From an optimization exercise on the open Yosys and OpenROAD flow, aimed at small area and a short achievable clock period; shortcuts taken in it are not production practice.
Where RTL was checked, it was by simulation tests only, not by an equivalence proof against the original.
Power figures rest on the tool's default switching activity, not on a simulated workload.

== main ==
==> module exec_stage, before the edit <==
module exec_stage (
    input  logic            clk,
    input  logic            rst_i,
    input  logic [411:0]    issue_i,
    input  logic [65:0]     bypass_a_i,
    input  logic [65:0]     bypass_b_i,
    output logic [285:0]    result_o,
    output logic            redirect_o,
    output exec_pkg::word_t redirect_pc_o,
    output logic            branch_cond_o
);
    exec_pkg::issue_t  iss0;
    exec_pkg::issue_t  iss1;
    exec_pkg::bypass_t byp_a0;
    exec_pkg::bypass_t byp_a1;
    exec_pkg::bypass_t byp_b0;
    exec_pkg::bypass_t byp_b1;
    exec_pkg::word_t rs0, rt0, pc8_0, arith0, other0;
    exec_pkg::word_t rs1, rt1, pc8_1, arith1, other1;
    logic            asel0, asel1;
    logic            eq0, rw0, bad0, ovf0, trap0;
    logic            eq1, rw1, bad1, ovf1, trap1;
    logic            br_cond;
    logic            br_redirect;
    exec_pkg::word_t br_target;
    assign iss0   = issue_i[205:0];
    assign iss1   = issue_i[411:206];
    assign byp_a0 = bypass_a_i[32:0];
    assign byp_a1 = bypass_a_i[65:33];
    assign byp_b0 = bypass_b_i[32:0];
    assign byp_b1 = bypass_b_i[65:33];
    exec_lane i_lane0 (
        .issue_i    (iss0),
        .bypass_a_i (byp_a0),
        .bypass_b_i (byp_b0),
        .rs_o       (rs0),
        .rt_o       (rt0),
        .rs_eq_rt_o (eq0),
        .pc8_o      (pc8_0),
        .arith_sel_o(asel0),
        .arith_o    (arith0),
        .other_o    (other0),
        .regwrite_o (rw0),
        .addr_bad_o (bad0),
        .overflow_o (ovf0),
        .trap_o     (trap0)
    );
    exec_lane i_lane1 (
        .issue_i    (iss1),
        .bypass_a_i (byp_a1),
        .bypass_b_i (byp_b1),
        .rs_o       (rs1),
        .rt_o       (rt1),
        .rs_eq_rt_o (eq1),
        .pc8_o      (pc8_1),
        .arith_sel_o(asel1),
        .arith_o    (arith1),
        .other_o    (other1),
        .regwrite_o (rw1),
        .addr_bad_o (bad1),
        .overflow_o (ovf1),
        .trap_o     (trap1)
    );
    branch_resolve i_branch (
        .issue_i    (iss1),
        .bypass_a_i (byp_a1),
        .rs_i       (rs1),
        .rs_eq_rt_i (eq1),
        .pc8_i      (pc8_1),
        .cond_o     (br_cond),
        .redirect_o (br_redirect),
        .target_o   (br_target)
    );
    logic            v0_q, v1_q;
    logic            redirect_q, cond_q;
    exec_pkg::word_t pc0_q, alu0_q, srca0_q, srcb0_q;
    exec_pkg::word_t pc1_q, alu1_q, srca1_q, srcb1_q;
    logic [4:0]      rdst0_q, rdst1_q;
    logic [1:0]      msize0_q, msize1_q;
    logic            rw0_q, mtr0_q, mw0_q, bad0_q, ovf0_q, trap0_q;
    logic            rw1_q, mtr1_q, mw1_q, bad1_q, ovf1_q, trap1_q;
    logic            x1_q;
    exec_pkg::word_t target_q;
    always_ff @(posedge clk) begin
        if (rst_i) begin
            v0_q       <= 1'b0;
            v1_q       <= 1'b0;
            redirect_q <= 1'b0;
            cond_q     <= 1'b0;
        end else begin
            v0_q       <= iss0.valid;
            v1_q       <= iss1.valid;
            redirect_q <= br_redirect;
            cond_q     <= br_cond;
        end
    end
    always_ff @(posedge clk) begin
        pc0_q    <= iss0.pc;
        alu0_q   <= asel0 ? arith0 : other0;
        srca0_q  <= rs0;
        srcb0_q  <= rt0;
        rdst0_q  <= iss0.rdst;
        msize0_q <= iss0.ctl.msize;
        rw0_q    <= rw0;
        mtr0_q   <= iss0.ctl.memtoreg;
        mw0_q    <= iss0.ctl.memwrite;
        bad0_q   <= bad0;
        ovf0_q   <= ovf0;
        trap0_q  <= trap0;
        pc1_q    <= iss1.pc;
        alu1_q   <= asel1 ? arith1 : other1;
        srca1_q  <= rs1;
        srcb1_q  <= rt1;
        rdst1_q  <= iss1.rdst;
        msize1_q <= iss1.ctl.msize;
        rw1_q    <= rw1;
        mtr1_q   <= iss1.ctl.memtoreg;
        mw1_q    <= iss1.ctl.memwrite;
        bad1_q   <= bad1;
        ovf1_q   <= ovf1;
        trap1_q  <= trap1;
        x1_q     <= iss1.in_exc || trap1;
        target_q <= br_target;
    end
    logic l1_exc;
    logic adel0, ades0, adel1, ades1;
    assign adel0  = mtr0_q && bad0_q;
    assign ades0  = mw0_q && bad0_q;
    assign adel1  = mtr1_q && bad1_q;
    assign ades1  = mw1_q && bad1_q;
    assign l1_exc = v1_q && (x1_q || ovf1_q || ((mtr1_q || mw1_q) && bad1_q));
    exec_pkg::result_t out0;
    exec_pkg::result_t out1;
    always_comb begin
        out0.valid        = v0_q && !(v1_q && ovf1_q);
        out0.pc           = pc0_q;
        out0.alu_out      = alu0_q;
        out0.srca         = srca0_q;
        out0.srcb         = srcb0_q;
        out0.rdst         = rdst0_q;
        out0.regwrite     = rw0_q;
        out0.memtoreg     = mtr0_q && !bad0_q && !l1_exc;
        out0.memwrite     = mw0_q && !bad0_q && !l1_exc;
        out0.msize        = exec_pkg::msize_e'(msize0_q);
        out0.exc.overflow = ovf0_q;
        out0.exc.adel     = adel0;
        out0.exc.ades     = ades0;
        out0.exc.trap     = trap0_q;
        out1.valid        = v1_q;
        out1.pc           = pc1_q;
        out1.alu_out      = alu1_q;
        out1.srca         = srca1_q;
        out1.srcb         = srcb1_q;
        out1.rdst         = rdst1_q;
        out1.regwrite     = rw1_q;
        out1.memtoreg     = mtr1_q && !bad1_q;
        out1.memwrite     = mw1_q && !bad1_q;
        out1.msize        = exec_pkg::msize_e'(msize1_q);
        out1.exc.overflow = ovf1_q;
        out1.exc.adel     = adel1;
        out1.exc.ades     = ades1;
        out1.exc.trap     = trap1_q;
    end
    assign result_o      = {out1, out0};
    assign redirect_o    = redirect_q;
    assign redirect_pc_o = target_q;
    assign branch_cond_o = cond_q;
endmodule
export LEC_CHECK = 0
export ABC_AREA = 1
export CAP_MARGIN = 50
export CORE_MARGIN = 2
export CORE_UTILIZATION = 40
export SETUP_SLACK_MARGIN = 2.5
export SLEW_MARGIN = 50
create_clock -name core_clock -period 6.0 [get_ports {clk}]
standard.sh (not shown) runs the stock make flow with config.mk's settings and CLKGATE_MAP_FILE= SYNTH_SCRIPT=/design/flow/synth_recipe.tcl, a recipe that flattens the netlist after the stock synthesis.
==> flow/flow/run.sh <==
#!/bin/bash
# The standard layout, except that the port buffers are plain buf_1
# cells instead of the delay cells buffer_ports picks by default. The
# make output goes to standard.log here; ORFS writes each step's log
# under orfs/logs.
set -euo pipefail
bash standard.sh BUFFER_PORTS_ARGS="-buffer_cell sky130_fd_sc_hd__buf_1" finish > standard.log 2>&1
Input-level comparison between the feature branch and main:
--- a/flow/design.v
+++ b/flow/design.v
@@ -406,6 +406,7 @@
     logic            v0_q, v1_q;
     logic            redirect_q, cond_q;
-    exec_pkg::word_t pc0_q, alu0_q, srca0_q, srcb0_q;
-    exec_pkg::word_t pc1_q, alu1_q, srca1_q, srcb1_q;
+    exec_pkg::word_t pc0_q, arith0_q, other0_q, srca0_q, srcb0_q;
+    exec_pkg::word_t pc1_q, arith1_q, other1_q, srca1_q, srcb1_q;
+    logic            asel0_q, asel1_q;
     logic [4:0]      rdst0_q, rdst1_q;
     logic [1:0]      msize0_q, msize1_q;
@@ -429,5 +430,7 @@
     always_ff @(posedge clk) begin
         pc0_q    <= iss0.pc;
-        alu0_q   <= asel0 ? arith0 : other0;
+        asel0_q  <= asel0;
+        arith0_q <= arith0;
+        other0_q <= other0;
         srca0_q  <= rs0;
         srcb0_q  <= rt0;
@@ -441,5 +444,7 @@
         trap0_q  <= trap0;
         pc1_q    <= iss1.pc;
-        alu1_q   <= asel1 ? arith1 : other1;
+        asel1_q  <= asel1;
+        arith1_q <= arith1;
+        other1_q <= other1;
         srca1_q  <= rs1;
         srcb1_q  <= rt1;
@@ -467,5 +472,5 @@
         out0.valid        = v0_q && !(v1_q && ovf1_q);
         out0.pc           = pc0_q;
-        out0.alu_out      = alu0_q;
+        out0.alu_out      = asel0_q ? arith0_q : other0_q;
         out0.srca         = srca0_q;
         out0.srcb         = srcb0_q;
@@ -481,5 +486,5 @@
         out1.valid        = v1_q;
         out1.pc           = pc1_q;
-        out1.alu_out      = alu1_q;
+        out1.alu_out      = asel1_q ? arith1_q : other1_q;
         out1.srca         = srca1_q;
         out1.srcb         = srcb1_q;
==> results.txt <==
Relative to main, via count decreased by 2080 in the feature branch.
A slowest cell on the critical path of sky130_fd_sc_hd__ha_2 is what the feature branch shows, while sky130_fd_sc_hd__nor3_4 belongs to main.
Diff main -> the feature branch: wire length decreased about 12%, area share of buffers outside the clock network decreased 4.5 points, share of the clock period used by the worst path decreased 3.2 points, final worst slack increased 0.19 ns.
Power in combinational cells: main and the feature branch compared, higher one is main
Between main and the feature branch, the area growth from synthesis to layout is higher for main.
The feature branch gives less met2 layer wire length in the routed design than main did.
Compared with main, in the feature branch utilization dropped 5.6 points, global-route usage lost 7.5 points.
Function not checked in main: the RTL went through the layout flow alone.

* * *

Setup of red:
exec_stage, a different RTL version from the one above (not shown whole).
Size: roughly 870 I/O pins.
==> module exec_alu, before the edit <==
module exec_alu (
    input  exec_pkg::word_t   a_i,
    input  exec_pkg::word_t   b_i,
    input  exec_pkg::alu_op_e op_i,
    output logic              arith_sel_o,
    output exec_pkg::word_t   arith_o,
    output exec_pkg::word_t   other_o,
    output logic              is_cmp_o,
    output logic [1:0]        y_lo_nc_o,
    output logic              ovf_if_set_o,
    output logic              ovf_if_clr_o
);
    logic        sub;
    logic        is_addsub;
    logic        is_cmp;
    logic [31:0] bx;
    logic [33:0] sum_c;
    logic [32:0] sum;
    logic        slt;
    logic        sltu;
    logic        cmp;
    logic [4:0]  shamt;
    logic        is_sll;
    logic        fill;
    logic [31:0] sh_in;
    logic [31:0] sh0, sh1, sh2, sh3, sh4;
    logic [31:0] sh_rev;
    assign is_addsub = (op_i[3:2] == 2'b00);
    assign is_cmp    = (op_i[3:1] == 3'b100);
    assign sub = (op_i[3:1] == 3'b001) || is_cmp;
    assign bx  = b_i ^ {32{sub}};
    assign sum_c = {1'b0, a_i, 1'b1} + {1'b0, bx, sub};
    assign sum   = sum_c[33:1];
    logic ovf_op;
    assign ovf_op       = is_addsub && !op_i[0] && (a_i[31] == bx[31]);
    assign ovf_if_set_o = ovf_op && !a_i[31];
    assign ovf_if_clr_o = ovf_op && a_i[31];
    assign slt  = (a_i[31] ^ b_i[31]) ? a_i[31] : sum[31];
    assign sltu = !sum[32];
    assign cmp  = op_i[0] ? sltu : slt;
    assign arith_sel_o = is_addsub || is_cmp;
    assign arith_o     = is_cmp ? {31'b0, cmp} : sum[31:0];
    assign shamt  = a_i[4:0];
    assign is_sll = (op_i == exec_pkg::SLL);
    assign fill   = (op_i == exec_pkg::SRA) && b_i[31];
    always_comb begin
        for (int i = 0; i < 32; i++) begin
            sh_in[i] = is_sll ? b_i[31-i] : b_i[i];
        end
        sh0 = shamt[0] ? {{1{fill}},  sh_in[31:1]}  : sh_in;
        sh1 = shamt[1] ? {{2{fill}},  sh0[31:2]}    : sh0;
        sh2 = shamt[2] ? {{4{fill}},  sh1[31:4]}    : sh1;
        sh3 = shamt[3] ? {{8{fill}},  sh2[31:8]}    : sh2;
        sh4 = shamt[4] ? {{16{fill}}, sh3[31:16]}   : sh3;
        for (int i = 0; i < 32; i++) begin
            sh_rev[i] = sh4[31-i];
        end
    end
    always_comb begin
        case (op_i)
            exec_pkg::AND:  other_o = a_i & b_i;
            exec_pkg::OR:   other_o = a_i | b_i;
            exec_pkg::XOR:  other_o = a_i ^ b_i;
            exec_pkg::NOR:  other_o = ~(a_i | b_i);
            exec_pkg::SLL:  other_o = sh_rev;
            exec_pkg::SRL,
            exec_pkg::SRA:  other_o = sh4;
            exec_pkg::LUI:  other_o = {b_i[15:0], 16'b0};
            default:        other_o = '0;
        endcase
    end
    assign is_cmp_o  = is_cmp;
    assign y_lo_nc_o = is_addsub ? sum[1:0] : other_o[1:0];
endmodule
==> flow/config.mk <==
export PLATFORM = sky130hd
export DESIGN_NAME = exec_stage
export DESIGN_NICKNAME = exec_stage
export VERILOG_FILES = /design/flow/design.v
export SDC_FILE = /design/flow/constraint.sdc
export NUM_CORES = 4
export LEC_CHECK = 0
export ABC_AREA = 1
export CAP_MARGIN = 20
export CORE_MARGIN = 2
export CORE_UTILIZATION = 40
export SETUP_SLACK_MARGIN = 2.5
export SLEW_MARGIN = 20
export SYNTH_HIERARCHICAL = 1
==> flow/constraint.sdc <==
create_clock -name core_clock -period 6.0 [get_ports {clk}]
set_input_delay 1.2000 -clock core_clock [delete_from_list [all_inputs] [get_ports {clk}]]
set_output_delay 1.2000 -clock core_clock [all_outputs]
set_load 0.01 [all_outputs]
Scripts as last shown in full above: flow/flow/run.sh
red finished all stages; the layout is clean.
Inputs modified between red and blue:
--- a/flow/design.v
+++ b/flow/design.v
@@ -163,10 +163,10 @@
     end
     always_comb begin
         case (op_i)
-            exec_pkg::AND:  other_o = a_i & b_i;
-            exec_pkg::OR:   other_o = a_i | b_i;
-            exec_pkg::XOR:  other_o = a_i ^ b_i;
-            exec_pkg::NOR:  other_o = ~(a_i | b_i);
+            exec_pkg::AND:  other_o = a_i & bx;
+            exec_pkg::OR:   other_o = a_i | bx;
+            exec_pkg::XOR:  other_o = a_i ^ bx;
+            exec_pkg::NOR:  other_o = ~(a_i | bx);
             exec_pkg::SLL:  other_o = sh_rev;
             exec_pkg::SRL,
             exec_pkg::SRA:  other_o = sh4;
--- outcome ---
blue vs red — weighted congestion at the end of routability-driven global placement dropped about 1.3%. Looking at synthesized area, blue sits below red. blue closes out successfully: all stages finished, all timing, DRC and antenna checks passed. Per the comparison of blue with red, die area saw a decrease; ratio of final minimum period to clock period saw a decrease; wire length after detailed routing saw a decrease; number of tap instances saw a decrease. red → blue: clock distribution area overhead in the final layout grew by 0.38 points; number of clock-tree buffers in the layout now larger; maximum fanout along the worst path rose 2. | relative contribution of the clock network to total power | lower: red |. Compared with red, blue shows a per-cell via count in the routed design that is 1.9% lower. Relative to red, number of global-route vias before repair decreased by 541 in blue. Lower clock power was reported by red, not blue. The capturing instance or port of the critical path comes out other0_q[22] in one run and other1_q[30] in the other, namely in red and blue respectively.
No run of this note included a check of the RTL's function; only the layout flow was run.

## separate check: timing with driven ports
The flow's constraints put no driver on any port. The routed layouts listed below were extracted and timed again, unchanged, in two steps.
Step 1 (the two cells are an assumption about what drives the block):
set clk [get_ports {clk}]
set_driving_cell -lib_cell sky130_fd_sc_hd__clkbuf_16 $clk
set_driving_cell -lib_cell sky130_fd_sc_hd__buf_2 [delete_from_list [all_inputs] $clk]
Step 2 times the ports against the registers' clock, not the clock port: input delays grow and output delays shrink by t, the midpoint of the rising clock arrivals with the driver on.
Slacks: ideal / step 1 / step 2; pairs: ideal / step 1.
| run | t, ns | setup slack, ns | hold slack, ns | worst setup path at the end | clock arrival spread, ns |
|---|---|---|---|---|---|
| main | 0.671 | 2.353 / 2.364 / 1.694 | 0.701 / 0.647 / 1.318 | input to register | 0.029 / 0.029 |
| the feature branch | 0.678 | 2.546 / 2.571 / 1.893 | 0.678 / 0.630 / 1.309 | input to register | 0.038 / 0.039 |
| red | 0.702 | 2.405 / 2.298 / 1.596 | 0.657 / 0.603 / 1.305 | input to register | 0.060 / 0.060 |
| blue | 0.725 | 2.434 / 2.449 / 1.724 | 0.619 / 0.568 / 1.293 | input to register | 0.051 / 0.050 |
After both steps every run listed still meets setup and hold. For red, which loses most, drivers alone change the setup slack by -0.107 ns; drivers and shift together by -0.809 ns.
